This is an optimization exercise on Yosys and OpenROAD, whose aim is small area, not a production implementation. Only simulation tests tie the RTL to the original design; equivalence was not proved. Power is estimated from default activity; no workload was simulated.

Design alu_operand_stage, start of the top module:
module alu_operand_stage
(
  input  logic              clk,
  input  logic              rst,
  input  logic              in_valid,
  output logic              in_ready,
  input  logic [2:0]        in_sel,
  input  logic [REG_AW-1:0] in_rs,
  input  logic [REG_AW-1:0] in_rt,
  input  logic [REG_AW-1:0] in_rd,
  output logic              out_valid,
  input  logic              out_ready,
  output logic [DATA_W-1:0] out_a,
  output logic [DATA_W-1:0] out_b,
  output logic [2:0]        out_sel,
  output logic [REG_AW-1:0] out_rd,
  input  logic              wb_en,
  input  logic [REG_AW-1:0] wb_addr,
  input  logic [DATA_W-1:0] wb_data,
  output logic [15:0]       stall_cnt
);
export LEC_CHECK = 0
export CAP_MARGIN = 20
export CORE_MARGIN = 2
export CORE_UTILIZATION = 55
export PLACE_DENSITY = 0.7
export SLEW_MARGIN = 20
export SYNTH_HIERARCHICAL = 1
export SYNTH_MINIMUM_KEEP_SIZE = 0
create_clock -name core_clock -period 5.5 [get_ports {clk}]
standard.sh (not shown) runs the stock make flow with config.mk's settings and CLKGATE_MAP_FILE= SYNTH_SCRIPT=/design/flow/synth_recipe.tcl, a recipe that flattens the netlist after the stock synthesis.
==> flow/flow/run.sh <==
#!/bin/bash
set -e
export CTS_ARGS="-sink_clustering_enable -repair_clock_nets -dont_use_dummy_load -sink_clustering_size 15 -sink_clustering_max_diameter 100 -buf_list {sky130_fd_sc_hd__clkbuf_8}"
export BUFFER_PORTS_ARGS="-inputs -outputs -buffer_cell sky130_fd_sc_hd__buf_1"
bash standard.sh > standard.log 2>&1
The baseline completed without violations.
Next try:
==> flow/flow/run.sh (replaced) <==
#!/bin/bash
set -e
export CTS_ARGS="-sink_clustering_enable -repair_clock_nets -dont_use_dummy_load -sink_clustering_size 25 -sink_clustering_max_diameter 120 -buf_list {sky130_fd_sc_hd__clkbuf_16}"
export BUFFER_PORTS_ARGS="-inputs -outputs -buffer_cell sky130_fd_sc_hd__buf_2"
bash standard.sh > standard.log 2>&1
Power increases by 1.0%.
Worst hold slack stays flat.
Register-to-register slack is worse by 0.13 ns.
Core utilization decreases by 0.22 points.
Wire length decreases by 1.2%.
Next try:
==> flow/flow/run.sh (replaced) <==
#!/bin/bash
set -e
export CTS_ARGS="-sink_clustering_enable -repair_clock_nets -dont_use_dummy_load -sink_clustering_size 12 -sink_clustering_max_diameter 120 -buf_list {sky130_fd_sc_hd__clkbuf_8}"
export BUFFER_PORTS_ARGS="-inputs -outputs -buffer_cell sky130_fd_sc_hd__buf_2"
bash standard.sh > standard.log 2>&1
=>
- sequential power barely changes
- cell count rose by 1.1%
- final area rose by 0.41%
- non-clock buffer count rose by 1

Setup of wip/fjord:
Another version of the RTL of alu_operand_stage (not shown whole).
Size in the first run: roughly 1100 flip-flops, roughly 150 I/O pins, roughly 44000 um2 of cells after synthesis.
export LEC_CHECK = 0
export CAP_MARGIN = 20
export CORE_MARGIN = 2
export CORE_UTILIZATION = 40
export SLEW_MARGIN = 20
export SYNTH_HIERARCHICAL = 1
export SYNTH_MINIMUM_KEEP_SIZE = 0
create_clock -name core_clock -period 5.5 [get_ports {clk}]
run.sh (not shown) runs the stock make flow with config.mk's settings and CLKGATE_MAP_FILE= SYNTH_SCRIPT=/design/flow/synth_recipe.tcl, a recipe that flattens the netlist after the stock synthesis.
Stock flow here: none of the scripts above is used.
### wip/fjord -> wip/sierra
- CORE_UTILIZATION changed from 40 to 55
- PLACE_DENSITY newly set to 0.7
==> flow/flow/run.sh (new file) <==
#!/bin/bash
set -e
export CTS_ARGS="-sink_clustering_enable -repair_clock_nets -dont_use_dummy_load -sink_clustering_size 12 -sink_clustering_max_diameter 120 -buf_list {sky130_fd_sc_hd__clkbuf_8}"
export BUFFER_PORTS_ARGS="-inputs -outputs -buffer_cell sky130_fd_sc_hd__buf_2"
bash standard.sh > standard.log 2>&1
==> flow/standard.sh (new file) <==
#!/bin/bash
# synth_recipe.tcl (not shown) runs the flow's synth.tcl, then flattens the netlist and writes it again
# the make line also repeats each setting of config.mk as NAME=value (left out here)
make -C /OpenROAD-flow-scripts/flow DESIGN_CONFIG=/design/flow/config.mk WORK_HOME=/design/flow/orfs CLKGATE_MAP_FILE= SYNTH_SCRIPT=/design/flow/synth_recipe.tcl "${@:-finish}"
removed: flow/run.sh
Notes after the runs:
- wip/sierra improves on wip/fjord in final total power.
- When wip/sierra is measured against wip/fjord, its count of filler cells inserted in the layout turns out 33% lower.
- Of wip/fjord and wip/sierra, wip/sierra shows the higher average wire per standard cell, with wip/fjord below it.
- Changes observed in wip/sierra relative to wip/fjord: weighted congestion at the end of routability-driven global placement has increased, data arrival time of the worst path went down by 0.81 ns.
diff inputs: wip/sierra => wip/maple
- swapping 55 for 40 in CORE_UTILIZATION
- clearing PLACE_DENSITY, which used to be 0.7
==> flow/flow/run.sh <==
#!/bin/bash
set -e
cp standard.sh standard_sh.txt
export CTS_ARGS="-sink_clustering_enable -repair_clock_nets -dont_use_dummy_load -buf_list {sky130_fd_sc_hd__clkbuf_4 sky130_fd_sc_hd__clkbuf_8}"
bash standard.sh > standard.log 2>&1
--- outcome ---
Starting utilization of the core area was higher in the run labelled wip/sierra. Looking at number of antenna violations at the first check in global routing, wip/maple sits 1 lower than wip/sierra does. On wip/maple: number of iterations in the first detailed-routing pass is 10 lower than what wip/sierra gave. Relative to wip/sierra, ratio of final minimum period to clock period has increased by 14 points in wip/maple. Delta (wip/maple minus wip/sierra): clock buffer count in the final layout rose by 82, final instance area rose by 6.1%.
The inputs of wip/yarrow differ from those of wip/maple as listed below.
==> flow/flow/run.sh <==
#!/bin/bash
set -e
export CTS_ARGS="-sink_clustering_enable -repair_clock_nets -dont_use_dummy_load -sink_clustering_size 20 -sink_clustering_max_diameter 120 -buf_list {sky130_fd_sc_hd__clkbuf_16}"
export BUFFER_PORTS_ARGS="-inputs -outputs -buffer_cell sky130_fd_sc_hd__buf_2"
bash standard.sh > standard.log 2>&1
Findings:
Going from wip/maple to wip/yarrow, the global-route usage was found to have gone down by 0.80 points.
wip/yarrow against wip/maple; switching power summed over all nets is down by a few percent.
Comparing wip/yarrow against wip/maple, there is no change at all in count of max-cap constraint violations.
On share of the clock period used by the worst path after layout: between wip/maple and wip/yarrow, it ends up higher for wip/maple.

[what the ideal ports hide]
The results above use ideal ports. As a check the final layouts listed here were re-extracted and re-timed, cells and wires unchanged. Step 1 sets driving cells, clkbuf_16 on the clock port and buf_2 on the other inputs (assumed; they add their load-dependent delay and slew). Step 2 times the ports against the registers' clock, not the clock port: input delays grow and output delays shrink by t, the midpoint of the rising clock arrivals with the driver on. Slacks: ideal / step 1 / step 2; pairs: ideal / step 1.
| run | shift t [ns] | setup slack, ns | clock arrival spread, ns |
|---|---|---|---|
| the first run of note 1 | 0.782 | 0.951 / 0.926 / 0.764 | 0.058 / 0.058 |
| the second run of note 1 | 0.731 | 1.123 / 1.099 / 0.996 | 0.034 / 0.034 |
| the third run of note 1 | 0.823 | 1.123 / 1.099 / 1.010 | 0.059 / 0.059 |
| wip/fjord | 0.792 | 0.186 / 0.165 / 0.052 | 0.049 / 0.048 |
| wip/sierra | 0.826 | 1.001 / 0.980 / 0.595 | 0.079 / 0.079 |
| wip/maple | 0.912 | 0.213 / 0.191 / 0.191 | 0.127 / 0.127 |
| wip/yarrow | 0.730 | 0.885 / 0.857 / 0.792 | 0.054 / 0.053 |
After both steps every run listed still meets setup and hold. For wip/sierra, which loses most, drivers alone change the setup slack by -0.021 ns; drivers and shift together by -0.406 ns.
